This design comes from an exercise in tuning for small area, a short achievable clock period and few clock cycles per item on the open sky130 flow, not from production work. The RTL was checked by simulation tests, not by an equivalence proof against the original design. No activity file was given, so power comes from the tool's default toggle rates.

`flow/config.mk`:
```
export PLATFORM = sky130hd
export DESIGN_NAME = execute_stage
export DESIGN_NICKNAME = execute_stage
export VERILOG_FILES = /design/flow/design.v
export SDC_FILE = /design/flow/constraint.sdc
export NUM_CORES = 4
export LEC_CHECK = 0
export ABC_AREA = 1
export CAP_MARGIN = 20
export CORE_MARGIN = 2
export CORE_UTILIZATION = 30
export SETUP_SLACK_MARGIN = 4
export SLEW_MARGIN = 20
```
`flow/constraint.sdc`:
```
create_clock -name core_clock -period 9.0 [get_ports {clk}]
set_input_delay 1.8000 -clock core_clock [delete_from_list [all_inputs] [get_ports {clk}]]
set_output_delay 1.8000 -clock core_clock [all_outputs]
set_load 0.01 [all_outputs]
```
`flow/design.v`:
```
package rv_isa_pkg;
    typedef enum logic [6:0] {
        OP_LUI    = 7'b0110111,
        OP_AUIPC  = 7'b0010111,
        OP_JAL    = 7'b1101111,
        OP_JALR   = 7'b1100111,
        OP_BRANCH = 7'b1100011,
        OP_LOAD   = 7'b0000011,
        OP_STORE  = 7'b0100011,
        OP_OP_IMM = 7'b0010011,
        OP_OP     = 7'b0110011,
        OP_IMM_32 = 7'b0011011,
        OP_OP_32  = 7'b0111011,
        OP_SYSTEM = 7'b1110011
    } opcode_t;
    typedef enum logic [3:0] {
        ALU_ADD, ALU_SUB, ALU_AND, ALU_OR,
        ALU_XOR, ALU_SLL, ALU_SRL, ALU_SRA,
        ALU_SLT, ALU_SLTU, ALU_SEQ, ALU_SNE,
        ALU_SGE, ALU_SGEU
    } alu_op_t;
    typedef enum logic [1:0] {
        JUMP_NEVER,
        JUMP_ALWAYS,
        JUMP_ON_ALU
    } jump_cond_t;
endpackage
package ex_stage_pkg;
    localparam int XLEN_DEFAULT = 64;
    localparam int WORD_W = 32;
    localparam int INSTR_W = 32;
    typedef logic [INSTR_W-1:0] instr_t;
    typedef logic [WORD_W-1:0]  word_t;
endpackage
module ex_sequencer (
    input  logic                 clk,
    input  logic                 reset,
    input  logic                 execute_enable,
    input  logic                 flush,
    input  ex_stage_pkg::instr_t instruction,
    output logic                 bubble,
    output logic                 execute_done
);
    assign bubble = (instruction == '0);
    always_ff @(posedge clk) begin
        if (reset) begin
            execute_done <= 1'b0;
        end else begin
            execute_done <= execute_enable && !flush;
        end
    end
endmodule
module ex_operand_select #(
    parameter int XLEN = ex_stage_pkg::XLEN_DEFAULT
) (
    input  rv_isa_pkg::opcode_t  op_code,
    input  logic [XLEN-1:0]      pc,
    input  logic [XLEN-1:0]      reg_a,
    input  logic [XLEN-1:0]      reg_b,
    input  logic [XLEN-1:0]      immed,
    output logic [XLEN-1:0]      operand_a,
    output logic [XLEN-1:0]      operand_b
);
    always_comb begin
        case (op_code)
            rv_isa_pkg::OP_AUIPC: begin
                operand_a = pc;
                operand_b = immed;
            end
            rv_isa_pkg::OP_LUI: begin
                operand_a = '0;
                operand_b = immed;
            end
            rv_isa_pkg::OP_JAL, rv_isa_pkg::OP_JALR: begin
                operand_a = pc;
                operand_b = XLEN'(4);
            end
            rv_isa_pkg::OP_BRANCH, rv_isa_pkg::OP_OP, rv_isa_pkg::OP_OP_32: begin
                operand_a = reg_a;
                operand_b = reg_b;
            end
            default: begin
                operand_a = reg_a;
                operand_b = immed;
            end
        endcase
    end
endmodule
module ex_alu #(
    parameter int XLEN = ex_stage_pkg::XLEN_DEFAULT
) (
    input  logic [XLEN-1:0]     operand_a,
    input  logic [XLEN-1:0]     operand_b,
    input  rv_isa_pkg::alu_op_t alu_op,
    input  logic                word_op,
    input  logic                bubble,
    output logic [XLEN-1:0]     result
);
    localparam int W = ex_stage_pkg::WORD_W;
    logic sub;
    logic sel_sum, sel_and, sel_or, sel_xor, sel_srl, sel_sll, sel_cmp;
    logic is_sll, is_sra;
    always_comb begin
        sub     = 1'b0;
        sel_sum = 1'b0;
        sel_and = 1'b0;
        sel_or  = 1'b0;
        sel_xor = 1'b0;
        sel_srl = 1'b0;
        sel_sll = 1'b0;
        sel_cmp = 1'b0;
        case (alu_op)
            rv_isa_pkg::ALU_ADD:  sel_sum = 1'b1;
            rv_isa_pkg::ALU_SUB:  begin sel_sum = 1'b1; sub = 1'b1; end
            rv_isa_pkg::ALU_AND:  sel_and = 1'b1;
            rv_isa_pkg::ALU_OR:   sel_or  = 1'b1;
            rv_isa_pkg::ALU_XOR:  sel_xor = 1'b1;
            rv_isa_pkg::ALU_SLL:  sel_sll = 1'b1;
            rv_isa_pkg::ALU_SRL, rv_isa_pkg::ALU_SRA: sel_srl = 1'b1;
            rv_isa_pkg::ALU_SLT, rv_isa_pkg::ALU_SLTU,
            rv_isa_pkg::ALU_SGE, rv_isa_pkg::ALU_SGEU: begin sel_cmp = 1'b1; sub = 1'b1; end
            rv_isa_pkg::ALU_SEQ, rv_isa_pkg::ALU_SNE: begin sel_cmp = 1'b1; sub = 1'b1; end
            default: ;
        endcase
    end
    assign is_sll = (alu_op == rv_isa_pkg::ALU_SLL);
    assign is_sra = (alu_op == rv_isa_pkg::ALU_SRA);
    logic [XLEN-1:0] b_inv;
    logic [XLEN-1:0] sum;
    logic            carry;
    logic            lt_u;
    logic            lt_s;
    logic            eq;
    logic            all_prop;
    logic            cmp_bit;
    assign b_inv = operand_b ^ {XLEN{sub}};
    logic [XLEN-1:0] x_ab;
    logic [XLEN-1:0] n_ab;
    ex_adder #(.XLEN(XLEN), .SKLANSKY(1'b1)) adder_i (
        .a    (operand_a),
        .b    (b_inv),
        .cin  (sub),
        .sum  (sum),
        .cout (carry),
        .pall (all_prop),
        .prop (x_ab),
        .gen  (n_ab)
    );
    assign lt_u = ~carry;
    assign lt_s = lt_u ^ operand_a[XLEN-1] ^ operand_b[XLEN-1];
    assign eq   = all_prop;
    always_comb begin
        case (alu_op)
            rv_isa_pkg::ALU_SLT:  cmp_bit = lt_s;
            rv_isa_pkg::ALU_SLTU: cmp_bit = lt_u;
            rv_isa_pkg::ALU_SEQ:  cmp_bit = eq;
            rv_isa_pkg::ALU_SNE:  cmp_bit = ~eq;
            rv_isa_pkg::ALU_SGE:  cmp_bit = ~lt_s;
            rv_isa_pkg::ALU_SGEU: cmp_bit = ~lt_u;
            default:              cmp_bit = 1'b0;
        endcase
    end
    logic [5:0]      shamt;
    logic [XLEN-1:0] sh_in;
    logic            fill;
    logic [XLEN-1:0] sh [0:6];
    logic [XLEN-1:0] sh_rev;
    assign shamt = {operand_b[5] & ~word_op, operand_b[4:0]};
    assign fill  = is_sra & (word_op ? operand_a[W-1] : operand_a[XLEN-1]);
    always_comb begin
        for (int i = 0; i < XLEN; i++) begin
            if (is_sll)                 sh_in[i] = operand_a[XLEN-1-i];
            else if (word_op && i >= W) sh_in[i] = fill;
            else                        sh_in[i] = operand_a[i];
        end
    end
    always_comb begin
        sh[0] = sh_in;
        for (int s = 0; s < 6; s++) begin
            for (int i = 0; i < XLEN; i++) begin
                if (!shamt[s])                sh[s+1][i] = sh[s][i];
                else if (i + (1 << s) < XLEN) sh[s+1][i] = sh[s][i + (1 << s)];
                else                          sh[s+1][i] = fill;
            end
        end
        for (int i = 0; i < XLEN; i++) sh_rev[i] = sh[6][XLEN-1-i];
    end
    logic            k_n;
    logic            k_x;
    logic [XLEN-1:0] res;
    assign k_n = sel_and | sel_or;
    assign k_x = sel_xor | sel_or;
    always_comb begin
        res = ({XLEN{sel_sum & ~bubble}} & sum)
            | ({XLEN{k_n & ~bubble}}     & n_ab)
            | ({XLEN{k_x & ~bubble}}     & x_ab)
            | ({XLEN{sel_srl & ~bubble}} & sh[6])
            | ({XLEN{sel_sll & ~bubble}} & sh_rev);
        res[0] = res[0] | (sel_cmp & ~bubble & cmp_bit);
    end
    assign result = res;
endmodule
module ex_adder #(
    parameter int XLEN     = ex_stage_pkg::XLEN_DEFAULT,
    parameter bit SKLANSKY = 1'b1
) (
    input  logic [XLEN-1:0] a,
    input  logic [XLEN-1:0] b,
    input  logic            cin,
    output logic [XLEN-1:0] sum,
    output logic            cout,
    output logic            pall,
    output logic [XLEN-1:0] prop,
    output logic [XLEN-1:0] gen
);
    localparam int LOGN = $clog2(XLEN);
    localparam int NLEV = SKLANSKY ? LOGN : 2 * LOGN - 1;
    logic [XLEN-1:0] p;
    logic [XLEN-1:0] g [0:NLEV];
    logic [XLEN-1:0] t [0:NLEV];
    assign p = a ^ b;
    always_comb begin
        g[0] = a & b;
        g[0][0] = (a[0] & b[0]) | (p[0] & cin);
        t[0] = p;
    end
    genvar l, i;
    generate
        for (l = 0; l < NLEV; l++) begin : lev
            for (i = 0; i < XLEN; i++) begin : bitpos
                localparam int D  = SKLANSKY ? (1 << l)
                                  : (l < LOGN ? (1 << l) : (1 << (2 * LOGN - 2 - l)));
                localparam bit SK_ON = ((i / D) % 2) == 1;
                localparam int SK_J  = (i / D) * D - 1;
                localparam bit BK_UP = (l < LOGN) && ((i % (2 * D)) == (2 * D - 1));
                localparam bit BK_DN = (l >= LOGN) && (i >= 3 * D - 1)
                                       && (((i - (3 * D - 1)) % (2 * D)) == 0);
                localparam bit ON = SKLANSKY ? SK_ON : (BK_UP || BK_DN);
                localparam int J  = SKLANSKY ? SK_J : i - D;
                if (ON) begin : comb
                    assign g[l+1][i] = g[l][i] | (t[l][i] & g[l][J]);
                    assign t[l+1][i] = t[l][i] & t[l][J];
                end else begin : pass
                    assign g[l+1][i] = g[l][i];
                    assign t[l+1][i] = t[l][i];
                end
            end
        end
    endgenerate
    assign pall = t[NLEV][XLEN-1];
    assign prop = p;
    assign gen  = a & b;
    assign sum  = p ^ {g[NLEV][XLEN-2:0], cin};
    assign cout = g[NLEV][XLEN-1];
endmodule
module ex_branch_resolve #(
    parameter int XLEN = ex_stage_pkg::XLEN_DEFAULT
) (
    input  logic                   clk,
    input  logic                   bubble,
    input  rv_isa_pkg::jump_cond_t jump_if,
    input  logic                   jump_absolute,
    input  logic [XLEN-1:0]        pc,
    input  logic [XLEN-1:0]        reg_a,
    input  logic [XLEN-1:0]        immed,
    input  logic                   result_is_one,
    output logic                   jump_taken,
    output logic [XLEN-1:0]        jump_pc
);
    logic            always_q;
    logic            on_alu_q;
    logic [XLEN-1:0] target_q;
    logic [XLEN-1:0] base;
    logic [XLEN-1:0] target;
    logic            target_cout;
    assign base = jump_absolute ? reg_a : pc;
    ex_adder #(.XLEN(XLEN), .SKLANSKY(1'b0)) target_adder_i (
        .a    (base),
        .b    (immed),
        .cin  (1'b0),
        .sum  (target),
        .cout (target_cout),
        .pall (),
        .prop (),
        .gen  ()
    );
    always_ff @(posedge clk) begin
        always_q <= !bubble && (jump_if == rv_isa_pkg::JUMP_ALWAYS);
        on_alu_q <= !bubble && (jump_if == rv_isa_pkg::JUMP_ON_ALU);
        target_q <= target;
    end
    assign jump_taken = always_q || (on_alu_q && result_is_one);
    assign jump_pc    = jump_taken ? target_q : '0;
endmodule
module execute_stage #(
    parameter int XLEN = ex_stage_pkg::XLEN_DEFAULT
) (
    input  logic                   clk,
    input  logic                   reset,
    input  logic                   execute_enable,
    input  logic                   flush,
    input  ex_stage_pkg::instr_t   instruction,
    input  logic [XLEN-1:0]        pc,
    input  logic [XLEN-1:0]        reg_a,
    input  logic [XLEN-1:0]        reg_b,
    input  rv_isa_pkg::opcode_t    op_code,
    input  rv_isa_pkg::alu_op_t    alu_op,
    input  logic                   word_op,
    input  logic [XLEN-1:0]        immed,
    input  rv_isa_pkg::jump_cond_t jump_if,
    input  logic                   jump_absolute,
    output logic [XLEN-1:0]        alu_data_out,
    output logic [XLEN-1:0]        jump_pc,
    output logic                   jump_taken,
    output logic                   execute_done
);
    logic            bubble;
    logic [XLEN-1:0] operand_a;
    logic [XLEN-1:0] operand_b;
    logic [XLEN-1:0] alu_result;
    ex_sequencer sequencer_i (
        .clk            (clk),
        .reset          (reset),
        .execute_enable (execute_enable),
        .flush          (flush),
        .instruction    (instruction),
        .bubble         (bubble),
        .execute_done   (execute_done)
    );
    ex_operand_select #(.XLEN(XLEN)) operand_select_i (
        .op_code   (op_code),
        .pc        (pc),
        .reg_a     (reg_a),
        .reg_b     (reg_b),
        .immed     (immed),
        .operand_a (operand_a),
        .operand_b (operand_b)
    );
    ex_alu #(.XLEN(XLEN)) alu_i (
        .operand_a (operand_a),
        .operand_b (operand_b),
        .alu_op    (alu_op),
        .word_op   (word_op),
        .bubble    (bubble),
        .result    (alu_result)
    );
    logic [XLEN-1:0] result_q;
    logic            word_q;
    always_ff @(posedge clk) begin
        result_q <= alu_result;
        word_q   <= word_op;
    end
    localparam int W = ex_stage_pkg::WORD_W;
    assign alu_data_out = {word_q ? {(XLEN-W){result_q[W-1]}} : result_q[XLEN-1:W],
                           result_q[W-1:0]};
    logic result_is_one;
    assign result_is_one = result_q[0] && (result_q[W-1:1] == '0)
                           && (word_q || (result_q[XLEN-1:W] == '0));
    ex_branch_resolve #(.XLEN(XLEN)) branch_resolve_i (
        .clk           (clk),
        .bubble        (bubble),
        .jump_if       (jump_if),
        .jump_absolute (jump_absolute),
        .pc            (pc),
        .reg_a         (reg_a),
        .immed         (immed),
        .result_is_one (result_is_one),
        .jump_taken    (jump_taken),
        .jump_pc       (jump_pc)
    );
endmodule
```
`flow/flow/run.sh`:
```
#!/bin/bash
# Standard layout, with the smallest buffer on the ports instead of the tool's pick.
set -euo pipefail
export BUFFER_PORTS_ARGS="-buffer_cell sky130_fd_sc_hd__buf_1"
bash standard.sh > standard.log 2>&1
```
`flow/standard.sh`:
```
#!/bin/bash
# synth_recipe.tcl (not shown) runs the flow's synth.tcl, then flattens the netlist and writes it again
# the make line also repeats each setting of config.mk as NAME=value (left out here)
make -C /OpenROAD-flow-scripts/flow DESIGN_CONFIG=/design/flow/config.mk WORK_HOME=/design/flow/orfs CLKGATE_MAP_FILE= SYNTH_SCRIPT=/design/flow/synth_recipe.tcl "${@:-finish}"
```
==> out/qor.csv, run 1 <==
stage,metric,value,unit
outcome,status,"complete, no violations",
timing,setup_tns,0,ns
route,drcViolationCount,0,
floorplanning,design.die.area,68800,um2
timing,post-route-period-util,0.571,
synth,synth.largest_area_cell,nand3_1,
cells_and_area,final.fill_count,7215,
floorplanning,coreArea,65900,um2
floorplanning,ios,437,
placement,gp_congestion,1.03,
floorplanning,die_h,262,um
grt,first_global_vias,24900,
clocking,clk_path_buf_depth,2,
synth,syn_nets,3843,
timing,slew_violations,0,
route,viasPerCell,5.79,
cells_and_area,drive_gt1_frac,0.138,
route,via_count,26900,
synth,synth_area,20000,um2
hold_path,hold_class,primary input to flip-flop,
timing,slew_headroom,0.315,
synth,synthTopCellsByArea,"nand3_1 (21%), nand2_1 (14%), dfxtp_1 (13%)",
synth,ys_seq_area_frac,0.132,
clocking,htreeDepth,4,
route,avgRoutedWirePerCell,25.0,um
power,p_leak,0.0117,uW
worst_setup_path,worstPathArrival,5.53,ns
grt,antenna_found_initial,5,
synth,synth.distinct_cells,55,
timing,setup_viol,0,
synth,postSynthAreaPerCell,5.93,um2
cells_and_area,nets,4234,
route,wirelength,116,mm
floorplanning,initial_core_util,0.304,
synth,synth_edf_count,0,
worst_setup_path,critPathLaunchType,primary input,
worst_setup_path,path_max_fanout,11,
run,cap_violations,0,
clocking,clk_pin_slew,0.07,ns
route,drt_iter0_markers,3556,
power,power_density,140,nW/um2
synth,async_flop_share,0,
clocking,cts_buffers,17,
synth,synth_seq_cells,132,
synth,synthCells,3373,
timing,tightest_slew,1.03,ns
timing,fmax,0.195,GHz
clocking,hold_buffers,0,
worst_setup_path,critPathRequiredTime,9.39,ns
synth,synth_commonest_cells,"nand3_1 (850), nand2_1 (726), inv_1 (343)",
floorplanning,rows,94,
synth,synth.most_common_cell,nand3_1,
placement,portBuffers,436,
placement,place_inst,4481,
timing,hold_viol_final,0,
timing,min_period,5.14,ns
worst_setup_path,cp-end-kind,flip-flop,
grt,grt_pass1_wl,164,mm
synth,synth_top_area_frac,0.213,
grt,grt_max_degree,71,
worst_setup_path,critPathKind,primary input to flip-flop,
power,irDropWorstVdd,0.000173,V
clocking,cts_tree,built,
synth,synth_top_flop_cell,dfxtp_1,
synth,yosys_warnings,2188,
cells_and_area,area_delta_synth_final,27.4,%
route,dr.pass1.iters,13,
route,antenna_left,0,
floorplanning,fp.dieW,262,um
clocking,cts_root_buf,clkbuf_16,
cells_and_area,fin_cells,4643,
clocking,cts_sinks,132,
grt,track_usage,0.319,
placement,hpwl,87.6,mm
grt,overflow,0,
timing,rsz0062_at_grt,true,
## worst max-delay path, stage by stage
cell	delay (ns)
buf_4	0.13
nand2_2	0.09
nor2_4	0.05
inv_2	0.06
nand2_4	0.06
nand2_8	0.12
clkinv_8	0.12
buf_4	0.16
buf_12	0.14
a22oi_2	0.28
xor2_1	0.19
ha_1	0.28
nand3b_1	0.11
nand3_2	0.14
nand2_1	0.10
o211ai_1	0.11
nand2_1	0.13
nand2_4	0.11
nand2_8	0.14
nand3_4	0.21
fa_2	0.43
xnor2_1	0.13
o22ai_1	0.11
a21oi_2	0.19
nand3_1	0.10
## per-stage QoR
| step | power (uW) | utilization | setup slack, ns | instance area, um2 | hold slack [ns] |
|---|---|---|---|---|---|
| 6_report | 3560 | 0.387 | 3.86 | 25500 | 1.44 |
| 2_1_floorplan | 1900 | - | 3.86 | 20200 | 1.83 |
| 5_1_grt | 3760 | 0.387 | 3.72 | 25500 | 1.44 |
| 3_5_place_dp | 2480 | 0.336 | 1.95 | 22100 | 1.96 |
| 4_1_cts | 3380 | 0.369 | 3.97 | 24300 | 1.41 |
| 3_3_place_gp | 2480 | 0.336 | 2.03 | 22100 | 1.96 |
## logic make-up (layout without fill, tap and decap cells)
family,count (synthesis),in the layout,synth area share
compound gates,462,463,0.141
fa+ha+maj,163,163,0.116
xor+xnor,103,103,0.0451
simple gates,1896,1908,0.428
other cells,0,2,0
buf+inv,585,976,0.120
mux,32,32,0.0180
flops,132,132,0.132
## worst paths after layout
path / start / to / slack (ns) / cells after the start
hold / removal: flush / sequencer_i.execute_done / 1.44 / 2
setup / recovery: op_code[4] / result_q[33] / 3.86 / 25
## area by class of cell
cell class	instances	area, um2	share of cell area
Inverter	357	1390	0.0547
Tap cell	864	1080	0.0424
Clock buffer	17	425	0.0167
Clock inverter	15	183	0.00717
Timing Repair Buffer	582	3210	0.126
Multi-Input combinational cell	2669	16500	0.647
Antenna cell	2	5.00	0.000196
Timing Repair inverter	5	67.6	0.00265
Sequential cell	132	2640	0.104
## where the power goes
part | switching (uW) | internal (uW)
Combinational | 1340 | 677
Sequential | 63.0 | 716
Clock | 387 | 377
## layout by cell type (no fill, tap or decap), types with 18 or more instances in the layout
cell type	netlist	final
nor2_1	176	139
a21oi_1	143	117
nor4_1	23	21
o21ai_1	16	41
buf_4	37	111
a22oi_2	2	27
nand4_1	52	52
nand3b_1	25	25
xor2_1	100	94
a21oi_2	0	20
nand3_1	850	820
o21ai_2	1	18
o211ai_1	39	39
mux2_2	32	32
ha_1	125	115
buf_12	0	20
fa_1	38	33
buf_1	42	423
inv_1	343	325
a22oi_1	55	30
nor2_4	0	24
o21ai_0	120	73
clkbuf_16	0	18
inv_2	11	23
nand2_1	726	685
dfxtp_1	132	132
nand2_2	4	31
nor3_1	24	19
nand3_2	1	28
## what timing repair did
action	in CTS	in global routing
resized for setup	172	228
setup buffers	63	42
endpoints found under the setup margin	80	140
endpoints found under the hold margin	0	0
cloned	17	6
pin swaps	49	117
## registers in the layout (all words and copies together), names as in the netlist
name	count
branch_resolve_i.always_q	1
branch_resolve_i.on_alu_q	1
branch_resolve_i.target_q	64
result_q	64
sequencer_i.execute_done	1
word_q	1
## routing by layer
layer | vias up | track usage | share of wire
li1 | 12300 | - | -
met1 | 12600 | 0.390 | 0.38
met2 | 1659 | 0.494 | 0.44
met3 | 384 | 0.0781 | 0.11
met4 | 4 | 0.219 | 0.083
met5 | - | 0 | 0.00020
Testbench counts, summed over its fixed seeds: cycles 3,208, items 3,200.
==> inputs of run 2 (changes only) <==
--- a/flow/config.mk
+++ b/flow/config.mk
@@ -6,8 +6,8 @@
 export NUM_CORES = 4
 export LEC_CHECK = 0
 export ABC_AREA = 1
-export CAP_MARGIN = 20
+export CAP_MARGIN = 40
 export CORE_MARGIN = 2
 export CORE_UTILIZATION = 30
-export SETUP_SLACK_MARGIN = 4
-export SLEW_MARGIN = 20
+export SETUP_SLACK_MARGIN = 3.7
+export SLEW_MARGIN = 30
==> out/qor.csv, run 2 <==
stage,metric,value,unit
hold_path,hp-start,reset,
grt,grt_max_degree,71,
route,wl_met1,44.3,mm
synth,async_flop_share,0,
clocking,clk_path_buf_depth,2,
synth,yosys_warnings,2188,
route,antenna_left,0,
worst_setup_path,path_max_fanout,10,
floorplanning,initial_core_util,0.304,
hold_path,hold_end,sequencer_i.execute_done,
timing,setup_tns,0,ns
synth,synth_seq_cells,132,
synth,synthCells,3373,
worst_setup_path,critPathRequiredTime,9.39,ns
worst_setup_path,critPathLaunchType,primary input,
synth,synthSimpleGateAreaFrac,0.428,
power,power_density,141,nW/um2
timing,tightest_slew,0.935,ns
floorplanning,die_h,262,um
synth,synth_top_area_frac,0.213,
worst_setup_path,critPathKind,primary input to flip-flop,
synth,ys_seq_area_frac,0.132,
clocking,cts_root_buf,clkbuf_16,
placement,gp_congestion,1.08,
placement,portBuffers,436,
floorplanning,ios,437,
cells_and_area,largestRegisters,"branch_resolve_i.target_q x64, result_q x64",
cells_and_area,final_common_cell,nand3_1,
synth,syn_nets,3843,
route,viasPerCell,5.74,
synth,synth_top_family_by_area,simple AND/OR/NAND/NOR gates,
route,routed.top_layer,met5,
timing,hold_viol_final,0,
worst_setup_path,path_buf_inv,7,
worst_setup_path,crit_top_cell,nand2_1,
timing,setup_ws,3.71,ns
worst_setup_path,worstPathArrival,5.68,ns
synth,synth_edf_count,0,
timing,slew_headroom,0.377,
hold_path,min_path_cells,2,
worst_setup_path,max_stage_delay,0.32,ns
timing,min_period,5.29,ns
hold_path,hold_class,primary input to flip-flop,
clocking,htreeDepth,4,
synth,synth_top_flop_cell,dfxtp_1,
synth,synth_compound_area_frac,0.141,
placement,dp_slack,2.22,ns
worst_setup_path,crit_family,simple AND/OR/NAND/NOR gates,
synth,synth.largest_area_cell,nand3_1,
synth,synth_area,20000,um2
grt,track_usage,0.308,
timing,setup_viol,0,
cells_and_area,drive_gt1_frac,0.0842,
route,met2_length,48.4,mm
timing,fmax,0.189,GHz
worst_setup_path,cp-end-kind,flip-flop,
clocking,cts_sinks,132,
synth,synth_commonest_cells,"nand3_1 (850), nand2_1 (726), inv_1 (343)",
route,avgRoutedWirePerCell,24.5,um
route,drt_iter0_markers,3611,
power,power,3400,uW
floorplanning,fp.dieW,262,um
clocking,cts_tree,built,
timing,post-route-period-util,0.588,
route,via_count,26300,
route,drcViolationCount,0,
grt,antenna_found_initial,2,
route,wirelength,112,mm
synth,synthMuxAreaShare,0.0180,
timing,slew_violations,0,
cells_and_area,area_delta_synth_final,20.2,%
cells_and_area,nets,4175,
synth,synthAdderAreaFrac,0.116,
floorplanning,design.die.area,68800,um2
cells_and_area,final_util,0.365,
cells_and_area,final_cell_mix,"nand3_1 (842), nand2_1 (715), buf_1 (432)",
run,cap_violations,0,
clocking,hold_buffers,0,
route,dr.pass1.iters,6,
worst_setup_path,cp_num_cells,27,
floorplanning,coreArea,65900,um2
synth,synth.distinct_cells,55,
power,irDropWorstVdd,0.000172,V
timing,rsz0062_at_grt,true,
power,p_leak,0.0111,uW
grt,overflow,0,
clocking,clk_pin_slew,0.07,ns
grt,grt_pass1_wl,159,mm
synth,synthXorXnorAreaFrac,0.0451,
grt,first_global_vias,24100,
floorplanning,rows,94,
synth,synthTopCellsByArea,"nand3_1 (21%), nand2_1 (14%), dfxtp_1 (13%)",
placement,hpwl,89.0,mm
clocking,cts_buffers,17,
outcome,status,"complete, no violations",
synth,postSynthAreaPerCell,5.93,um2
route,wl_met3,11.7,mm
synth,synth.most_common_cell,nand3_1,
worst_setup_path,worst_path_max_delay_cell,ha_1,
-- run 2: cell counts after synthesis --
No cell type changed its count.
-- run 2: power breakdown --
| part | internal [uW] | switching [uW] | total [uW] |
|---|---|---|---|
| clock | 366 | 373 | 739 |
| combinational | 613 | 1260 | 1880 |
| sequential | 716 | 66.7 | 782 |
| total | 1690 | 1700 | 3400 |
-- run 2: per-stage QoR --
step / instances / hold slack, ns / instance area (um2)
global placement: 4484 / 1.96 / 22000
CTS: 4539 / 1.41 / 23100
floorplan: 3373 / 1.83 / 20000
finish: 4584 / 1.44 / 24100
detailed placement: 4488 / 1.96 / 22100
global route: 4582 / 1.44 / 24100
-- run 2: what timing repair did --
item	in CTS	in global routing
gates resized for setup	60	126
pin swaps	9	38
setup endpoints to repair	80	78
gates cloned	7	5
buffers inserted	12	37
-- run 2: cell type report --
cell class / count / area, um2
antenna: 2 / 5.00
sequential: 132 / 2640
inverter: 357 / 1380
multi-input combinational: 2663 / 15700
fill: 7321 / 41800
tap: 864 / 1080
timing repair buffer: 531 / 2650
clock buffer: 18 / 429
clock inverter: 14 / 138
timing repair inverter: 3 / 23.8
-- run 2: how the worst max path moves through the flow --
| stage | start | end |
|---|---|---|
| global placement | op_code[1] | result_q[0] |
| CTS | op_code[6] | result_q[0] |
| finish | op_code[6] | result_q[25] |
| floorplan | op_code[6] | result_q[32] |
| detailed placement | op_code[1] | result_q[0] |
| global route | op_code[6] | result_q[15] |
-- run 2: per-layer routing --
metal / vias up / global-route usage
li1: 12100 / -
met1: 12300 / 0.391
met2: 1628 / 0.477
met3: 278 / 0.0693
met4: 2 / 0.180
met5: - / 0
-- run 2: cell families (layout without fill, tap and decap cells) --
logic type	Yosys count	after routing
compound gates	462	463
xor+xnor	103	103
fa+ha+maj	163	163
buf+inv	585	923
flops	132	132
mux	32	32
other cells	0	2
simple gates	1896	1902
==> inputs of run 3 (changes only) <==
--- a/flow/config.mk
+++ b/flow/config.mk
@@ -11,3 +11,4 @@
 export CORE_UTILIZATION = 30
 export SETUP_SLACK_MARGIN = 3.7
 export SLEW_MARGIN = 30
+export TNS_END_PERCENT = 10
==> out/qor.csv, run 3 <==
stage,metric,value,unit
cells_and_area,multi_input_area,15700,um2
worst_setup_path,cp-end-kind,flip-flop,
hold_path,hp-start,reset,
worst_setup_path,crit_family,simple AND/OR/NAND/NOR gates,
route,via_count,26200,
synth,synth_top_flop_cell,dfxtp_1,
synth,postSynthAreaPerCell,5.93,um2
synth,synthCells,3373,
synth,synthMuxAreaShare,0.0180,
cells_and_area,drive_gt1_frac,0.0815,
route,wirelength,112,mm
route,antenna_left,0,
route,drcViolationCount,0,
grt,antenna_found_initial,6,
synth,synth_area,20000,um2
synth,synth.distinct_cells,55,
timing,slew_headroom,0.277,
timing,setup_viol,0,
synth,synthAdderAreaFrac,0.116,
clocking,htreeDepth,4,
grt,use_met2,0.464,
synth,synth_seq_cells,132,
synth,yosys_warnings,2188,
clocking,cts_root_buf,clkbuf_16,
synth,ys_seq_area_frac,0.132,
worst_setup_path,path_buf_inv,3,
floorplanning,ios,437,
cells_and_area,nets,4163,
worst_setup_path,worst_path_max_delay_cell,o21ai_0,
cells_and_area,regArea,2640,um2
synth,synthSimpleGateAreaFrac,0.428,
synth,synth_top_family_by_area,simple AND/OR/NAND/NOR gates,
clocking,cts_sinks,132,
clocking,clk_pin_slew,0.08,ns
timing,fmax,0.187,GHz
power,p_leak,0.0111,uW
timing,hold_viol_final,0,
grt,grt_pass1_wl,159,mm
floorplanning,rows,94,
floorplanning,die_h,262,um
synth,synthTopCellsByArea,"nand3_1 (21%), nand2_1 (14%), dfxtp_1 (13%)",
timing,post-route-period-util,0.593,
route,dr.pass1.iters,7,
power,irDropWorstVdd,0.000166,V
grt,grt_max_degree,71,
cells_and_area,fin_cells,4573,
run,cap_violations,0,
hold_path,hold_end,sequencer_i.execute_done,
clocking,cts_tree,built,
worst_setup_path,worstPathArrival,5.78,ns
worst_setup_path,max_stage_delay,0.48,ns
synth,synth.largest_area_cell,nand3_1,
synth,synth_compound_area_frac,0.141,
floorplanning,fp.dieW,262,um
synth,synth.most_common_cell,nand3_1,
clocking,cts_buffers,17,
outcome,status,"complete, no violations",
route,drt_iter0_markers,3730,
grt,first_global_vias,23900,
timing,tightest_slew,1.08,ns
cells_and_area,final_common_cell,nand3_1,
synth,synth_commonest_cells,"nand3_1 (850), nand2_1 (726), inv_1 (343)",
placement,gp_congestion,1.04,
cells_and_area,area_delta_synth_final,19.7,%
cells_and_area,final_cell_mix,"nand3_1 (844), nand2_1 (713), buf_1 (432)",
grt,track_usage,0.308,
placement,portBuffers,436,
worst_setup_path,crit_start,op_code[4],
power,power,3430,uW
cells_and_area,final_util,0.364,
synth,synthXorXnorAreaFrac,0.0451,
synth,syn_nets,3843,
synth,synth_top_area_frac,0.213,
worst_setup_path,critPathRequiredTime,9.44,ns
worst_setup_path,critPathKind,primary input to flip-flop,
clocking,clk_path_buf_depth,2,
cells_and_area,final.fill_count,7418,
worst_setup_path,crit_top_cell,nand2_1,
worst_setup_path,path_max_fanout,18,
route,viasPerCell,5.74,
cells_and_area,largestRegisters,"branch_resolve_i.target_q x64, result_q x64",
grt,global_route.usage.met1,0.397,
placement,place_inst,4486,
floorplanning,coreArea,65900,um2
timing,slew_violations,0,
hold_path,hold_class,primary input to flip-flop,
grt,overflow,0,
grt,top_usage_layer,met2,
power,power_density,143,nW/um2
floorplanning,design.die.area,68800,um2
placement,hpwl,88.6,mm
synth,async_flop_share,0,
timing,min_period,5.34,ns
grt,use_met3,0.0771,
worst_setup_path,crit_chain,clkbuf_2 -> nand2_1 -> nor2_4 -> buf_4 -> nand2_8 -> nand3_4 -> buf_4 -> o21ai_0 -> ha_1 -> nand3b_1 -> nand3_2 -> nand2_1 -> o211ai_1 -> nand2_1 -> nand2_4 -> nand2_4 -> nand3_4 -> nand2_1 -> nand2_1 -> a21boi_0 -> o21ai_0 -> o21bai_1 -> nand3b_1,
floorplanning,initial_core_util,0.304,
route,avgRoutedWirePerCell,24.5,um
timing,rsz0062_at_grt,true,
synth,synth_edf_count,0,
worst_setup_path,critPathLaunchType,primary input,
timing,setup_tns,0,ns
timing,hold_slack,1.45,ns
clocking,hold_buffers,0,
hold_path,min_path_cells,2,
[run 3: cell counts after synthesis]
Identical to the previous run, type by type.
[run 3: metal layers]
layer	vias up	wire length, um	share of wire
met5	-	29	0.00026
met4	4	7520	0.067
met2	1683	48100	0.43
li1	12100	-	-
met3	314	12000	0.11
met1	12100	44400	0.40
[run 3: logic make-up after synthesis]
family / Yosys count
muxes: 32
and+or+nand+nor: 1896
adders and majority gates: 163
xor gates and xnor gates: 103
DFF: 132
AOI/OAI and AO/OA: 462
buffers and inverters: 585
[run 3: what timing repair did]
item / 4_1_cts / 5_1_grt
buffers inserted: 13 / 25
resized for setup: 57 / 122
endpoints found under the setup margin: 83 / 80
pin swaps: 7 / 34
gates cloned: 4 / 7
hold endpoints to repair: 0 / 0
[run 3: cell type report]
cell class                      instances  share of cell area
Multi-Input combinational cell       2661               0.654
Timing Repair Buffer                  523               0.107
Sequential cell                       132               0.110
Clock buffer                           17              0.0178
Tap cell                              864              0.0451
Clock inverter                         15             0.00773
Timing Repair inverter                  1            0.000366
Antenna cell                            3            0.000313
Inverter                              357              0.0574
[run 3: worst max-delay path by stage]
stage | end | cells after the start | slack (ns)
floorplan | result_q[32] | 27 | 3.60
global placement | result_q[0] | 24 | 1.78
detailed placement | result_q[61] | 22 | 1.82
CTS | result_q[0] | 27 | 3.68
global route | result_q[38] | 29 | 3.57
finish | result_q[46] | 23 | 3.66
[run 3: report_power, final]
part | total (uW) | internal (uW) | switching [uW]
clock | 775 | 420 | 355
sequential | 793 | 716 | 77.2
combinational | 1860 | 604 | 1260
[run 3: metrics by stage]
stage	setup slack [ns]	cell area (um2)
2_1_floorplan	3.60	20000
3_3_place_gp	1.78	22000
3_5_place_dp	1.82	22100
4_1_cts	3.68	23200
5_1_grt	3.57	24000
6_report	3.66	24000
==> inputs of run 4 (changes only) <==
--- a/flow/config.mk
+++ b/flow/config.mk
@@ -9,6 +9,6 @@
 export CAP_MARGIN = 40
 export CORE_MARGIN = 2
 export CORE_UTILIZATION = 30
+export PLACE_DENSITY = 0.75
 export SETUP_SLACK_MARGIN = 3.7
 export SLEW_MARGIN = 30
-export TNS_END_PERCENT = 10
==> out/qor.csv, run 4 <==
stage,metric,value,unit
placement,hpwl,89.3,mm
worst_setup_path,worstPathArrival,5.66,ns
synth,synthSimpleGateAreaFrac,0.428,
synth,synth.largest_area_cell,nand3_1,
route,avgRoutedWirePerCell,24.7,um
clocking,cts_tree,built,
worst_setup_path,path_buf_inv,5,
route,via_count,26600,
cells_and_area,multi_input_area,15700,um2
hold_path,hold_class,primary input to flip-flop,
floorplanning,design.die.area,68800,um2
timing,rsz0062_at_grt,true,
synth,syn_nets,3843,
worst_setup_path,crit_family,simple AND/OR/NAND/NOR gates,
synth,synth_commonest_cells,"nand3_1 (850), nand2_1 (726), inv_1 (343)",
placement,gp_congestion,1.06,
clocking,clk_pin_slew,0.07,ns
route,met2_length,48.5,mm
timing,setup_viol,0,
synth,postSynthAreaPerCell,5.93,um2
run,cap_violations,0,
synth,synth_seq_cells,132,
clocking,cts_sinks,132,
worst_setup_path,critPathLaunchType,primary input,
route,viasPerCell,5.81,
timing,min_period,5.29,ns
timing,fmax,0.189,GHz
timing,setup_tns,0,ns
worst_setup_path,worst_path_max_delay_cell,nor4_2,
synth,synthCells,3373,
route,antenna_left,0,
floorplanning,die_h,262,um
grt,track_usage,0.311,
cells_and_area,drive_gt1_frac,0.0790,
cells_and_area,final_common_cell,nand3_1,
synth,yosys_warnings,2188,
clocking,cts_buffers,17,
cells_and_area,largestRegisters,"branch_resolve_i.target_q x64, result_q x64",
synth,synthTopCellsByArea,"nand3_1 (21%), nand2_1 (14%), dfxtp_1 (13%)",
synth,synth_top_family_by_area,simple AND/OR/NAND/NOR gates,
route,wl_met3,13.1,mm
worst_setup_path,critPathKind,primary input to flip-flop,
worst_setup_path,cp_num_cells,25,
power,p_leak,0.0111,uW
floorplanning,fp.dieW,262,um
worst_setup_path,path_max_fanout,65,
synth,synth.most_common_cell,nand3_1,
power,irDropWorstVdd,0.000172,V
route,drcViolationCount,0,
timing,setup_ws,3.71,ns
cells_and_area,nets,4164,
synth,synthMuxAreaShare,0.0180,
outcome,status,"complete, no violations",
timing,slew_violations,0,
route,routed.top_layer,met5,
clocking,cts_root_buf,clkbuf_16,
timing,post-route-period-util,0.587,
worst_setup_path,max_stage_delay,0.53,ns
cells_and_area,final_area,23900,um2
route,dr.pass1.iters,7,
floorplanning,rows,94,
timing,tightest_slew,1.01,ns
synth,synth.distinct_cells,55,
timing,hold_viol_final,0,
placement,dp_slack,1.68,ns
synth,async_flop_share,0,
timing,slew_headroom,0.328,
grt,antenna_found_initial,8,
synth,synth_top_flop_cell,dfxtp_1,
synth,synth_edf_count,0,
synth,ys_seq_area_frac,0.132,
cells_and_area,regArea,2640,um2
route,wl_met1,42.6,mm
grt,grt_pass1_wl,160,mm
synth,synth_compound_area_frac,0.141,
route,wirelength,113,mm
synth,synthXorXnorAreaFrac,0.0451,
synth,synthAdderAreaFrac,0.116,
placement,portBuffers,436,
worst_setup_path,critPathRequiredTime,9.38,ns
worst_setup_path,crit_top_cell,nand2_1,
route,drt_iter0_markers,3913,
placement,place_area,22000,um2
hold_path,min_path_cells,2,
power,power_density,142,nW/um2
clocking,hold_buffers,0,
grt,first_global_vias,24100,
synth,synth_top_area_frac,0.213,
cells_and_area,final_cell_mix,"nand3_1 (839), nand2_1 (711), buf_1 (432)",
cells_and_area,final.fill_count,7358,
synth,synth_area,20000,um2
floorplanning,ios,437,
floorplanning,coreArea,65900,um2
cells_and_area,area_delta_synth_final,19.2,%
floorplanning,initial_core_util,0.304,
clocking,htreeDepth,4,
grt,grt_max_degree,70,
grt,overflow,0,
clocking,clk_path_buf_depth,2,
worst_setup_path,cp-end-kind,flip-flop,
-- run 4: changes by cell type in the layout (fill, tap and decap cells not counted), moves of 5 or more --
cell and change:
nand3_2 +6, ha_1 +8, nand3_1 -5, a21oi_2 -6
buf_12 +5, a22oi_2 -13, ha_2 -5, a22oi_1 +13
a21oi_1 +5, o21bai_2 +5
-- run 4: per-layer routing --
layer  GRT usage  up-vias
met3      0.0727      383
met5           0        -
li1            -    12100
met2       0.475     1831
met1       0.390    12200
met4       0.202       12
-- run 4: timing repair --
item,4_1_cts,5_1_grt
gates resized for setup,66,111
pin swaps,11,40
buffers inserted,11,34
setup endpoints to repair,80,60
gates cloned,5,7
-- run 4: kinds of logic (layout without fill, tap and decap cells) --
logic type | count (synthesis) | in the layout
AO/OA/AOI/OAI | 462 | 462
flip-flops | 132 | 132
adder cells (fa/ha/maj) | 163 | 163
XOR/XNOR | 103 | 103
AND/OR/NAND/NOR | 1896 | 1905
buffers and inverters | 585 | 910
other | 0 | 1
multiplexers | 32 | 32
-- run 4: area by class of cell --
class                   count  area share
clock inverters            15     0.00640
inverters                 357      0.0577
repair buffers            520       0.105
multi-input cells        2665       0.656
repair inverters            1    0.000367
well taps                 864      0.0453
clock buffers              17      0.0178
diodes                      1    0.000105
flip-flops and latches    132       0.111
-- run 4: where the power goes --
part	switching (uW)	leakage (uW)	internal, uW
clock network	372	0.000287	369
registers	74.7	0.00111	716
logic	1260	0.00970	597
total	1710	0.0111	1680
-- run 4: worst paths after layout --
check	startpoint	end	slack (ns)
max	op_code[6]	result_q[0]	3.71
min	flush	sequencer_i.execute_done	1.45
-- run 4: metrics by stage --
| stage | hold WS, ns | total power (uW) | std cells | util |
|---|---|---|---|---|
| 5_1_grt | 1.46 | 3570 | 4571 | 0.362 |
| 4_1_cts | 1.42 | 3270 | 4529 | 0.350 |
| 6_report | 1.45 | 3390 | 4572 | 0.362 |
| 3_3_place_gp | 1.96 | 2480 | 4479 | 0.334 |
| 2_1_floorplan | 1.83 | 1890 | 3373 | - |
| 3_5_place_dp | 1.97 | 2490 | 4481 | 0.334 |
==> inputs of run 5 (changes only) <==
--- a/flow/config.mk
+++ b/flow/config.mk
@@ -9,6 +9,5 @@
 export CAP_MARGIN = 40
 export CORE_MARGIN = 2
 export CORE_UTILIZATION = 30
-export PLACE_DENSITY = 0.75
-export SETUP_SLACK_MARGIN = 3.7
+export SETUP_SLACK_MARGIN = 3.3
 export SLEW_MARGIN = 30
==> out/qor.csv, run 5 <==
stage,metric,value,unit
outcome,status,"complete, no violations",
route,drt_iter0_markers,3241,
worst_setup_path,worstPathArrival,5.97,ns
power,p_sw,1680,uW
worst_setup_path,critPathLaunchType,primary input,
timing,rsz0062_at_grt,false,
worst_setup_path,cp-endpoint,result_q[0],
clocking,cts_root_buf,clkbuf_16,
timing,slew_violations,0,
power,switching_share,0.504,
clocking,clk_pin_slew,0.07,ns
cells_and_area,final_cell_mix,"nand3_1 (847), nand2_1 (722), buf_1 (433)",
synth,synth_compound_area_frac,0.141,
grt,track_usage,0.310,
synth,synth_top_family_by_area,simple AND/OR/NAND/NOR gates,
synth,yosys_warnings,2188,
worst_setup_path,crit_start,op_code[4],
clocking,cts_buffers,17,
placement,place_inst,4487,
worst_setup_path,critPathKind,primary input to flip-flop,
timing,setup_tns,0,ns
synth,syn_nets,3843,
power,power_frac_clock,0.226,
synth,synthMuxAreaShare,0.0180,
synth,synth_top_flop_cell,dfxtp_1,
timing,setup_viol,0,
clocking,cts_sinks,132,
synth,synth_edf_count,0,
worst_setup_path,cp-end-kind,flip-flop,
cells_and_area,final_common_cell,nand3_1,
timing,hold_viol_final,0,
power,p_leak,0.0109,uW
timing,post-route-period-util,0.620,
synth,synth.distinct_cells,55,
grt,first_global_vias,23900,
clocking,clk_path_buf_depth,2,
hold_path,hold_class,primary input to flip-flop,
grt,grt_max_degree,71,
placement,dp_slack,1.71,ns
timing,hold_slack,1.44,ns
worst_setup_path,path_max_fanout,65,
synth,postSynthAreaPerCell,5.93,um2
synth,synthCells,3373,
run,cap_violations,0,
placement,hpwl,89.3,mm
placement,gp_congestion,1.05,
worst_setup_path,critPathRequiredTime,9.40,ns
grt,antenna_found_initial,6,
route,via_count,26000,
clocking,hold_buffers,0,
route,antenna_left,0,
placement,portBuffers,436,
timing,min_period,5.58,ns
route,viasPerCell,5.70,
synth,synth_commonest_cells,"nand3_1 (850), nand2_1 (726), inv_1 (343)",
floorplanning,fp.dieW,262,um
cells_and_area,fin_cells,4561,
synth,synth_area,20000,um2
cells_and_area,regArea,2640,um2
floorplanning,coreArea,65900,um2
synth,ys_seq_area_frac,0.132,
timing,slew_headroom,0.324,
floorplanning,initial_core_util,0.304,
floorplanning,die_h,262,um
cells_and_area,final.fill_count,7443,
synth,synthSimpleGateAreaFrac,0.428,
grt,grt_pass1_wl,160,mm
synth,synthXorXnorAreaFrac,0.0451,
power,irDropWorstVdd,0.000162,V
timing,setup_ws,3.42,ns
synth,synth.largest_area_cell,nand3_1,
cells_and_area,multi_input_area,15400,um2
route,dr.pass1.iters,6,
floorplanning,ios,437,
floorplanning,design.die.area,68800,um2
route,wirelength,112,mm
route,drcViolationCount,0,
synth,async_flop_share,0,
cells_and_area,largestRegisters,"branch_resolve_i.target_q x64, result_q x64",
grt,overflow,0,
synth,synth_seq_cells,132,
power,power_density,142,nW/um2
synth,synthAdderAreaFrac,0.116,
cells_and_area,area_delta_synth_final,17.1,%
power,p_seq_frac,0.234,
timing,fmax,0.179,GHz
clocking,cts_tree,built,
clocking,htreeDepth,4,
power,p_comb_frac,0.540,
power,internal-power,1650,uW
cells_and_area,drive_gt1_frac,0.0606,
route,avgRoutedWirePerCell,24.6,um
synth,synth_top_area_frac,0.213,
synth,synthTopCellsByArea,"nand3_1 (21%), nand2_1 (14%), dfxtp_1 (13%)",
cells_and_area,nets,4152,
timing,tightest_slew,1.01,ns
synth,synth.most_common_cell,nand3_1,
floorplanning,rows,94,
[run 5: cell types whose count changed in the layout (fill, tap and decap cells not counted), sizes merged]
cell	change
clkinv	+5
diode	+1
inv	-3
buf	-14
[run 5: worst min path at each step]
stage / start / endpoint / slack, ns / cells past startpoint
floorplan: word_op / word_q / 1.83 / 0
global placement: reset / sequencer_i.execute_done / 1.97 / 2
detailed placement: flush / sequencer_i.execute_done / 1.96 / 2
CTS: flush / sequencer_i.execute_done / 1.41 / 2
global route: reset / sequencer_i.execute_done / 1.44 / 2
finish: reset / sequencer_i.execute_done / 1.44 / 2
[run 5: timing repair]
item / CTS / global route
cloned: 5 / 8
buffers inserted: 0 / 25
gates resized for setup: 43 / 36
setup endpoints to repair: 61 / 52
pin swaps: 2 / 19
[run 5: layer usage]
layer,GRT usage,vias up,part of all wire
met3,0.0657,266,0.098
met1,0.407,12100,0.40
met5,0,-,0.00037
li1,-,12100,-
met4,0.157,6,0.063
met2,0.478,1523,0.43
[run 5: kinds of logic after synthesis]
kind of cell / after synthesis
compound gates: 462
xor+xnor: 103
fa+ha+maj: 163
buf+inv: 585
flops: 132
mux: 32
simple gates: 1896
[run 5: cell type report]
type                            count  share of cell area
Tap cell                          864              0.0461
Clock buffer                       17              0.0181
Timing Repair Buffer              506              0.0990
Inverter                          357              0.0586
Antenna cell                        2            0.000214
Timing Repair inverter              3             0.00112
Sequential cell                   132               0.113
Clock inverter                     15             0.00683
Multi-Input combinational cell   2665               0.657
[run 5: metrics by stage]
step	power [uW]	util	area, um2
after CTS	3260	0.348	22900
after floorplan	1890	-	20000
final	3340	0.356	23400
after global routing	3530	0.356	23400
after global placement	2480	0.334	22000
after detailed placement	2480	0.336	22100
[run 5: power groups by stage]
stage | clock network, uW | logic [uW] | registers, uW
2_1_floorplan | 0 | 1130 | 761
3_3_place_gp | 0 | 1680 | 793
3_5_place_dp | 0 | 1690 | 792
4_1_cts | 765 | 1710 | 780
5_1_grt | 778 | 1960 | 791
6_report | 754 | 1800 | 780
[run 5: critical path, stage by stage]
cell and delay [ns]:
clkbuf_2 0.13, nand2_1 0.10, nor2_4 0.20, inv_1 0.07, nand2_2 0.12, nand2_8 0.10, clkinv_8 0.09, buf_12 0.17
nand2_1 0.11, o21ai_4 0.10, buf_6 0.47, nand2_1 0.09, nand2_1 0.09, inv_1 0.04, ha_1 0.26, inv_1 0.07
nor4_1 0.45, nand4_1 0.55, nor2_1 0.31, nor3_1 0.07, a21oi_1 0.12, nand2_1 0.07, nor2_1 0.09, nand3_1 0.07
a21oi_1 0.12, nand3_1 0.09
==> inputs of run 6 (changes only) <==
--- a/flow/config.mk
+++ b/flow/config.mk
@@ -8,6 +8,6 @@
 export ABC_AREA = 1
 export CAP_MARGIN = 40
 export CORE_MARGIN = 2
-export CORE_UTILIZATION = 30
-export SETUP_SLACK_MARGIN = 3.3
+export CORE_UTILIZATION = 22
+export SETUP_SLACK_MARGIN = 3.7
 export SLEW_MARGIN = 30
==> out/qor.csv, run 6 <==
stage,metric,value,unit
synth,yosys_warnings,2188,
timing,min_period,5.26,ns
route,dr.pass1.iters,8,
timing,slew_violations,0,
route,via_count,26700,
route,wirelength,120,mm
timing,hold_slack,1.45,ns
worst_setup_path,max_stage_delay,0.36,ns
timing,setup_viol,0,
clocking,cts_sinks,132,
timing,fmax,0.190,GHz
floorplanning,design.die.area,93400,um2
cells_and_area,final_area,24700,um2
worst_setup_path,worst_path_max_delay_cell,fa_2,
worst_setup_path,critPathRequiredTime,9.37,ns
route,drt_iter0_markers,3273,
floorplanning,fp.dieW,306,um
outcome,status,"complete, no violations",
cells_and_area,final_util,0.274,
floorplanning,initial_core_util,0.222,
cells_and_area,nets,4193,
synth,synth.largest_area_cell,nand3_1,
hold_path,hold_class,primary input to flip-flop,
power,power_density,143,nW/um2
synth,synth.most_common_cell,nand3_1,
grt,overflow,0,
clocking,hold_buffers,0,
grt,first_global_vias,24600,
route,met2_length,52.6,mm
route,wl_met1,45.9,mm
synth,synth_seq_cells,132,
route,antenna_left,0,
synth,ys_seq_area_frac,0.132,
synth,synth_edf_count,0,
clocking,clk_path_buf_depth,2,
synth,synth_commonest_cells,"nand3_1 (850), nand2_1 (726), inv_1 (343)",
worst_setup_path,critPathLaunchType,primary input,
route,wl_met3,11.0,mm
run,cap_violations,0,
route,routed.top_layer,met5,
route,avgRoutedWirePerCell,24.3,um
timing,rsz0062_at_grt,true,
timing,slew_headroom,0.410,
synth,synth_top_flop_cell,dfxtp_1,
cells_and_area,drive_gt1_frac,0.0899,
synth,synthCells,3373,
power,irDropWorstVdd,0.000159,V
power,p_leak,0.0113,uW
synth,postSynthAreaPerCell,5.93,um2
floorplanning,ios,437,
synth,async_flop_share,0,
grt,grt_max_degree,70,
cells_and_area,largestRegisters,"branch_resolve_i.target_q x64, result_q x64",
clocking,cts_tree,built,
placement,portBuffers,436,
grt,antenna_found_initial,14,
floorplanning,rows,110,
cells_and_area,final_cell_mix,"nand3_1 (842), nand2_1 (705), buf_1 (428)",
clocking,cts_buffers,17,
cells_and_area,final_common_cell,nand3_1,
worst_setup_path,cp-end-kind,flip-flop,
placement,gp_congestion,1.05,
timing,tightest_slew,0.885,ns
floorplanning,coreArea,90000,um2
route,drcViolationCount,0,
worst_setup_path,crit_top_cell,nand2_2,
cells_and_area,final.fill_count,10300,
floorplanning,die_h,306,um
worst_setup_path,worstPathArrival,5.63,ns
cells_and_area,area_delta_synth_final,23.4,%
timing,post-route-period-util,0.584,
synth,synth_area,20000,um2
route,viasPerCell,5.42,
synth,syn_nets,3843,
synth,synthTopCellsByArea,"nand3_1 (21%), nand2_1 (14%), dfxtp_1 (13%)",
grt,track_usage,0.244,
clocking,clk_pin_slew,0.07,ns
worst_setup_path,critPathKind,primary input to flip-flop,
worst_setup_path,path_max_fanout,12,
timing,setup_tns,0,ns
timing,hold_viol_final,0,
synth,synth_top_area_frac,0.213,
clocking,cts_root_buf,clkbuf_16,
placement,hpwl,95.1,mm
clocking,htreeDepth,4,
synth,synth.distinct_cells,55,
placement,place_area,22600,um2
grt,grt_pass1_wl,168,mm
[run 6: kinds of logic after synthesis]
| family | share of synthesized area |
|---|---|
| buf+inv | 0.120 |
| compound gates | 0.141 |
| mux | 0.0180 |
| flops | 0.132 |
| simple gates | 0.428 |
| xor+xnor | 0.0451 |
| fa+ha+maj | 0.116 |
[run 6: layer usage]
metal / track usage / vias to the layer above
li1: - / 12200
met1: 0.299 / 12400
met2: 0.384 / 1664
met3: 0.0488 / 375
met4: 0.169 / 2
met5: 0 / -
[run 6: layout make-up]
type,count,area (um2),area share
Clock buffer,18,439,0.0178
Sequential cell,132,2640,0.107
Timing Repair inverter,2,17.5,0.000709
Multi-Input combinational cell,2660,15700,0.635
Antenna cell,10,25.0,0.00101
Inverter,357,1390,0.0563
Clock inverter,14,180,0.00730
Timing Repair Buffer,553,2860,0.116
Tap cell,1176,1470,0.0596
[run 6: worst paths after layout]
check,start,end,slack (ns),cells past startpoint
worst max-delay path,op_code[4],result_q[44],3.74,29
worst min-delay path,reset,sequencer_i.execute_done,1.45,2
[run 6: per-stage QoR]
stage	std cells	power, uW	setup slack [ns]
after CTS	4867	3400	3.70
after global routing	4920	3720	3.60
final	4922	3520	3.74
after floorplan	3373	1890	3.60
after global placement	4804	2530	1.89
after detailed placement	4808	2530	1.85
[run 6: power breakdown]
part / internal, uW / switching [uW]
registers: 716 / 99.0
logic: 635 / 1280
clock network: 430 / 361
[run 6: worst max-delay path, delay by kind of cell]
kind            cells  cell delay (ns)
simple gates       17             2.08
buf+inv             5             0.65
compound gates      6             0.69
fa+ha+maj           1             0.36
[run 6: what timing repair did]
action / CTS / global route
pin swaps: 14 / 54
endpoints found under the setup margin: 79 / 70
cloned: 5 / 5
buffers inserted: 22 / 38
resized for setup: 84 / 115
==> inputs of run 7 (changes only) <==
--- a/flow/config.mk
+++ b/flow/config.mk
@@ -8,6 +8,7 @@
 export ABC_AREA = 1
 export CAP_MARGIN = 40
 export CORE_MARGIN = 2
-export CORE_UTILIZATION = 22
+export CORE_UTILIZATION = 30
+export PLACE_DENSITY = 0.9
 export SETUP_SLACK_MARGIN = 3.7
 export SLEW_MARGIN = 30
==> out/qor.csv, run 7 <==
stage,metric,value,unit
outcome,status,"complete, no violations",
clocking,clk_pin_slew,0.06,ns
clocking,cts_root_buf,clkbuf_16,
worst_setup_path,worst_path_max_delay_cell,o211ai_1,
worst_setup_path,critPathLaunchType,primary input,
synth,synth_top_area_frac,0.213,
cells_and_area,final_common_cell,nand3_1,
timing,slew_headroom,0.362,
route,wirelength,114,mm
timing,fmax,0.187,GHz
hold_path,hp-start,flush,
clocking,clk_path_buf_depth,2,
synth,syn_nets,3843,
floorplanning,fp.dieW,262,um
worst_setup_path,worstPathArrival,5.74,ns
run,cap_violations,0,
synth,synthCells,3373,
synth,synth_seq_cells,132,
floorplanning,rows,94,
grt,first_global_vias,24500,
cells_and_area,final_cell_mix,"nand3_1 (844), nand2_1 (712), buf_1 (430)",
synth,synth_area,20000,um2
worst_setup_path,crit_top_cell,nand2_1,
synth,synth_commonest_cells,"nand3_1 (850), nand2_1 (726), inv_1 (343)",
worst_setup_path,path_max_fanout,69,
route,antenna_left,0,
floorplanning,coreArea,65900,um2
synth,synth.most_common_cell,nand3_1,
cells_and_area,area_delta_synth_final,19.7,%
timing,min_period,5.34,ns
hold_path,hold_class,primary input to flip-flop,
cells_and_area,regArea,2640,um2
cells_and_area,final.fill_count,7161,
route,dr.pass1.iters,7,
placement,hpwl,90.8,mm
grt,grt_max_degree,71,
clocking,hold_buffers,0,
timing,slew_violations,0,
clocking,cts_sinks,132,
timing,hold_viol_final,0,
clocking,htreeDepth,4,
worst_setup_path,cp-end-kind,flip-flop,
timing,post-route-period-util,0.593,
synth,synthTopCellsByArea,"nand3_1 (21%), nand2_1 (14%), dfxtp_1 (13%)",
cells_and_area,multi_input_area,15600,um2
grt,grt_pass1_wl,161,mm
power,power,3450,uW
timing,rsz0062_at_grt,true,
floorplanning,ios,437,
synth,synth_edf_count,0,
hold_path,hold_end,sequencer_i.execute_done,
cells_and_area,nets,4169,
synth,async_flop_share,0,
synth,synth.distinct_cells,55,
placement,gp_congestion,1.09,
synth,yosys_warnings,2188,
synth,synth_top_flop_cell,dfxtp_1,
synth,synth.largest_area_cell,nand3_1,
timing,setup_viol,0,
cells_and_area,largestRegisters,"branch_resolve_i.target_q x64, result_q x64",
route,drt_iter0_markers,4331,
timing,tightest_slew,0.953,ns
power,irDropWorstVdd,0.000164,V
route,drcViolationCount,0,
synth,ys_seq_area_frac,0.132,
cells_and_area,drive_gt1_frac,0.0795,
grt,overflow,0,
synth,postSynthAreaPerCell,5.93,um2
grt,antenna_found_initial,6,
clocking,cts_buffers,17,
route,viasPerCell,5.90,
hold_path,min_path_cells,2,
power,power_density,144,nW/um2
worst_setup_path,crit_chain,clkbuf_2 -> inv_2 -> nor2_1 -> inv_2 -> nor2_4 -> buf_6 -> inv_2 -> buf_4 -> o211ai_1 -> nand3_1 -> nand3_1 -> nand2_1 -> nand2_1 -> nand2_1 -> o211ai_1 -> nand2_1 -> nand2_1 -> nand3_1 -> nand3b_1,
route,avgRoutedWirePerCell,25.0,um
floorplanning,design.die.area,68800,um2
floorplanning,die_h,262,um
route,via_count,27000,
placement,portBuffers,436,
clocking,cts_tree,built,
power,p_leak,0.0111,uW
cells_and_area,fin_cells,4576,
grt,track_usage,0.312,
worst_setup_path,max_stage_delay,0.53,ns
floorplanning,initial_core_util,0.304,
timing,setup_tns,0,ns
worst_setup_path,critPathRequiredTime,9.41,ns
placement,place_inst,4483,
worst_setup_path,critPathKind,primary input to flip-flop,
-- run 7: cell count changes in the layout (fill, tap and decap cells not counted), moves of 7 or more --
cell,delta
a21oi_1,+7
buf_4,-24
diode_2,-9
nand2_1,+7
-- run 7: final cells by class --
cell class / count / area share
clock inverter: 14 / 0.00752
multi-input combinational: 2661 / 0.653
inverter: 357 / 0.0575
sequential: 132 / 0.110
antenna: 1 / 0.000104
tap: 864 / 0.0451
timing repair inverter: 2 / 0.000522
timing repair buffer: 528 / 0.109
clock buffer: 17 / 0.0178
-- run 7: logic make-up (layout without fill, tap and decap cells) --
group | count (synthesis) | after routing | share of synthesized area
other | 0 | 1 | 0
XOR/XNOR | 103 | 103 | 0.0451
buffers and inverters | 585 | 918 | 0.120
multiplexers | 32 | 32 | 0.0180
flip-flops | 132 | 132 | 0.132
adder cells (fa/ha/maj) | 163 | 163 | 0.116
AO/OA/AOI/OAI | 462 | 463 | 0.141
AND/OR/NAND/NOR | 1896 | 1900 | 0.428
-- run 7: per-stage QoR --
stage               hold slack [ns]  utilization  worst slack, ns  instance area (um2)
floorplan                      1.83            -             3.60                20000
global placement               1.96        0.334             1.88                22000
detailed placement             1.96        0.335             2.22                22100
CTS                            1.45        0.351             3.67                23100
global route                   1.47        0.364             3.54                24000
finish                         1.46        0.364             3.66                24000
-- run 7: per-layer routing --
layer	vias up	track usage	share of wire
met4	8	0.227	0.091
met1	12200	0.392	0.37
met5	-	0	0.00041
li1	12100	-	-
met3	510	0.0851	0.13
met2	2175	0.455	0.41
-- run 7: what timing repair did --
item	4_1_cts	5_1_grt
pin swaps	11	38
gates cloned	3	6
resized for setup	68	107
setup endpoints to repair	85	80
setup buffers	9	41
-- run 7: worst max-delay path by stage --
stage | from | endpoint | slack [ns] | cells after the start
5_1_grt | op_code[6] | result_q[54] | 3.54 | 27
4_1_cts | op_code[0] | result_q[49] | 3.67 | 25
3_5_place_dp | op_code[1] | result_q[49] | 2.22 | 25
6_report | alu_op[2] | result_q[13] | 3.66 | 19
2_1_floorplan | op_code[6] | result_q[32] | 3.60 | 27
3_3_place_gp | alu_op[1] | result_q[0] | 1.88 | 24
-- run 7: where the power goes --
group	internal, uW	total, uW	switching [uW]
sequential	716	792	76.0
combinational	597	1880	1280
clock	437	779	343
total	1750	3450	1700
-- run 7: critical path, delay by kind of cell --
kind,cells,cell delay (ns)
compound gates,2,0.88
buf+inv,6,1.21
simple gates,11,1.77
==> inputs of run 8 (changes only) <==
--- a/flow/design.v
+++ b/flow/design.v
@@ -136,7 +136,7 @@
     assign b_inv = operand_b ^ {XLEN{sub}};
     logic [XLEN-1:0] x_ab;
     logic [XLEN-1:0] n_ab;
-    ex_adder #(.XLEN(XLEN), .SKLANSKY(1'b1)) adder_i (
+    ex_adder #(.XLEN(XLEN), .SKLANSKY(1'b0)) adder_i (
         .a    (operand_a),
         .b    (b_inv),
         .cin  (sub),
--- a/flow/config.mk
+++ b/flow/config.mk
@@ -9,6 +9,5 @@
 export CAP_MARGIN = 40
 export CORE_MARGIN = 2
 export CORE_UTILIZATION = 30
-export PLACE_DENSITY = 0.9
 export SETUP_SLACK_MARGIN = 3.7
 export SLEW_MARGIN = 30
==> out/qor.csv, run 8 <==
stage,metric,value,unit
placement,place_area,21600,um2
route,wirelength,108,mm
grt,grt_pass1_wl,154,mm
worst_setup_path,critPathLaunchType,primary input,
worst_setup_path,max_stage_delay,0.39,ns
synth,syn_nets,3614,
grt,first_global_vias,23400,
worst_setup_path,path_buf_inv,10,
timing,fmax,0.176,GHz
outcome,status,"complete, no violations",
route,via_count,25100,
cells_and_area,largestRegisters,"branch_resolve_i.target_q x64, result_q x64",
clocking,cts_root_buf,clkbuf_16,
clocking,cts_buffers,17,
worst_setup_path,crit_top_cell,buf_6,
clocking,clk_pin_slew,0.08,ns
power,p_leak,0.0112,uW
worst_setup_path,critPathRequiredTime,9.37,ns
timing,hold_viol_final,0,
cells_and_area,final_cell_mix,"nand3_1 (785), nand2_1 (555), buf_1 (428)",
timing,min_period,5.69,ns
cells_and_area,final_area,24900,um2
synth,synthCells,3118,
synth,synth.most_common_cell,nand3_1,
timing,post-route-period-util,0.633,
floorplanning,rows,93,
worst_setup_path,critPathKind,primary input to flip-flop,
synth,synth.distinct_cells,56,
floorplanning,design.die.area,67200,um2
synth,synthTopCellsByArea,"nand3_1 (21%), dfxtp_1 (14%), nand2_1 (11%)",
power,irDropWorstVdd,0.000109,V
power,power_density,144,nW/um2
floorplanning,initial_core_util,0.303,
cells_and_area,area_delta_synth_final,27.4,%
grt,track_usage,0.309,
power,power,3580,uW
clocking,cts_sinks,132,
floorplanning,fp.dieW,259,um
route,drt_iter0_markers,3503,
grt,antenna_found_initial,2,
grt,grt_max_degree,76,
placement,hpwl,83.9,mm
synth,yosys_warnings,1417,
synth,synth_seq_cells,132,
timing,setup_viol,0,
clocking,htreeDepth,4,
placement,portBuffers,436,
synth,synth_area,19500,um2
synth,async_flop_share,0,
clocking,clk_path_buf_depth,2,
timing,rsz0062_at_grt,true,
floorplanning,coreArea,64500,um2
floorplanning,die_h,259,um
worst_setup_path,worst_path_max_delay_cell,fa_2,
floorplanning,ios,437,
timing,hold_slack,1.45,ns
grt,overflow,0,
worst_setup_path,path_max_fanout,7,
clocking,cts_tree,built,
route,drcViolationCount,0,
synth,ys_seq_area_frac,0.135,
synth,synth_commonest_cells,"nand3_1 (805), nand2_1 (578), inv_1 (334)",
synth,synth.largest_area_cell,nand3_1,
synth,synth_top_flop_cell,dfxtp_1,
worst_setup_path,worstPathArrival,6.06,ns
timing,setup_tns,0,ns
clocking,hold_buffers,0,
synth,synth_edf_count,0,
synth,synth_top_area_frac,0.206,
synth,postSynthAreaPerCell,6.26,um2
route,dr.pass1.iters,7,
timing,slew_violations,0,
cells_and_area,nets,3983,
worst_setup_path,cp-end-kind,flip-flop,
run,cap_violations,0,
cells_and_area,final_common_cell,nand3_1,
worst_setup_path,crit_family,compound AO/OA/AOI/OAI gates,
placement,gp_congestion,1.07,
route,avgRoutedWirePerCell,24.7,um
route,antenna_left,0,
cells_and_area,drive_gt1_frac,0.147,
route,viasPerCell,5.76,
timing,slew_headroom,0.222,
timing,tightest_slew,1.17,ns
hold_path,hold_class,primary input to flip-flop,
==> run 8: changes by cell type after synthesis, moves of 19 or more <==
cell	change
o21ai_0	-26
o22ai_1	+24
nand3_1	-45
o211ai_1	-24
nand2_1	-148
a22oi_1	-55
nand3b_1	-24
a21oi_1	-27
fa_1	+26
nor2_1	-20
a32oi_1	+40
a221oi_1	+19
==> run 8: layer usage <==
metal	up-vias	wire length (um)	part of all wire	GRT usage
li1	11400	-	-	-
met1	11800	41000	0.38	0.379
met2	1584	48800	0.45	0.492
met3	351	10100	0.093	0.0570
met4	2	7980	0.074	0.206
met5	-	13	0.00012	0
==> run 8: final cells by class <==
type | count | area, um2
Tap cell | 855 | 1070
Clock buffer | 17 | 425
Multi-Input combinational cell | 2419 | 16200
Clock inverter | 15 | 163
Timing Repair inverter | 7 | 82.6
Sequential cell | 132 | 2640
Antenna cell | 2 | 5.00
Inverter | 344 | 1350
Fill cell | 7037 | 39600
Timing Repair Buffer | 566 | 2930
==> run 8: cells by family after synthesis <==
family / Yosys count / synth area share
adders and majority gates: 189 / 0.146
and+or+nand+nor: 1641 / 0.380
AOI/OAI and AO/OA: 432 / 0.143
muxes: 28 / 0.0161
buffers and inverters: 569 / 0.123
DFF: 132 / 0.135
xor gates and xnor gates: 127 / 0.0570
==> run 8: stage by stage <==
stage	setup slack (ns)	util	std cells
after floorplan	3.36	-	3118
after global placement	1.13	0.334	4217
after detailed placement	1.27	0.335	4220
after CTS	3.49	0.369	4320
after global routing	3.18	0.386	4356
final	3.31	0.386	4357
==> run 8: timing repair <==
item / CTS / global route
pin swaps: 69 / 112
gates resized for setup: 207 / 157
setup buffers: 58 / 31
gates cloned: 10 / 0
endpoints found under the hold margin: 0 / 0
endpoints found under the setup margin: 68 / 55
==> run 8: final timing paths <==
path,startpoint,to,cells past startpoint
worst max-delay path,alu_op[0],result_q[39],26
worst min-delay path,reset,sequencer_i.execute_done,2
==> run 8: where the power goes <==
part | internal (uW) | leakage, uW | total, uW | switching [uW]
combinational | 741 | 0.00979 | 2070 | 1330
clock | 370 | 0.000285 | 733 | 363
sequential | 718 | 0.00111 | 776 | 58.0
Testbench counts of run 8, summed over its fixed seeds: cycles 3,208, items 3,200.

## separate check: timing with driven ports
The flow's constraints put no driver on any port. The routed layouts listed below were extracted and timed again, unchanged, in two steps. Step 1 sets driving cells, clkbuf_16 on the clock port and buf_2 on the other inputs (assumed; they add their load-dependent delay and slew). Step 2 also shifts input and output timing later by t, the mid clock arrival at the registers, as if the neighbouring blocks saw the same clock. a / b / c = no drivers / after step 1 / after step 2; a / b = the first two.
run	shift t [ns]	setup slack, ns
run 1	0.575	3.861 / 3.894 / 3.319
run 2	0.570	3.710 / 3.750 / 3.180
run 3	0.557	3.659 / 3.705 / 3.148
run 4	0.560	3.713 / 3.743 / 3.183
run 5	0.568	3.424 / 3.464 / 2.896
run 6	0.565	3.744 / 3.768 / 3.203
run 7	0.550	3.663 / 3.683 / 3.133
run 8	0.548	3.305 / 3.335 / 2.786
After both steps every run listed still meets setup and hold.
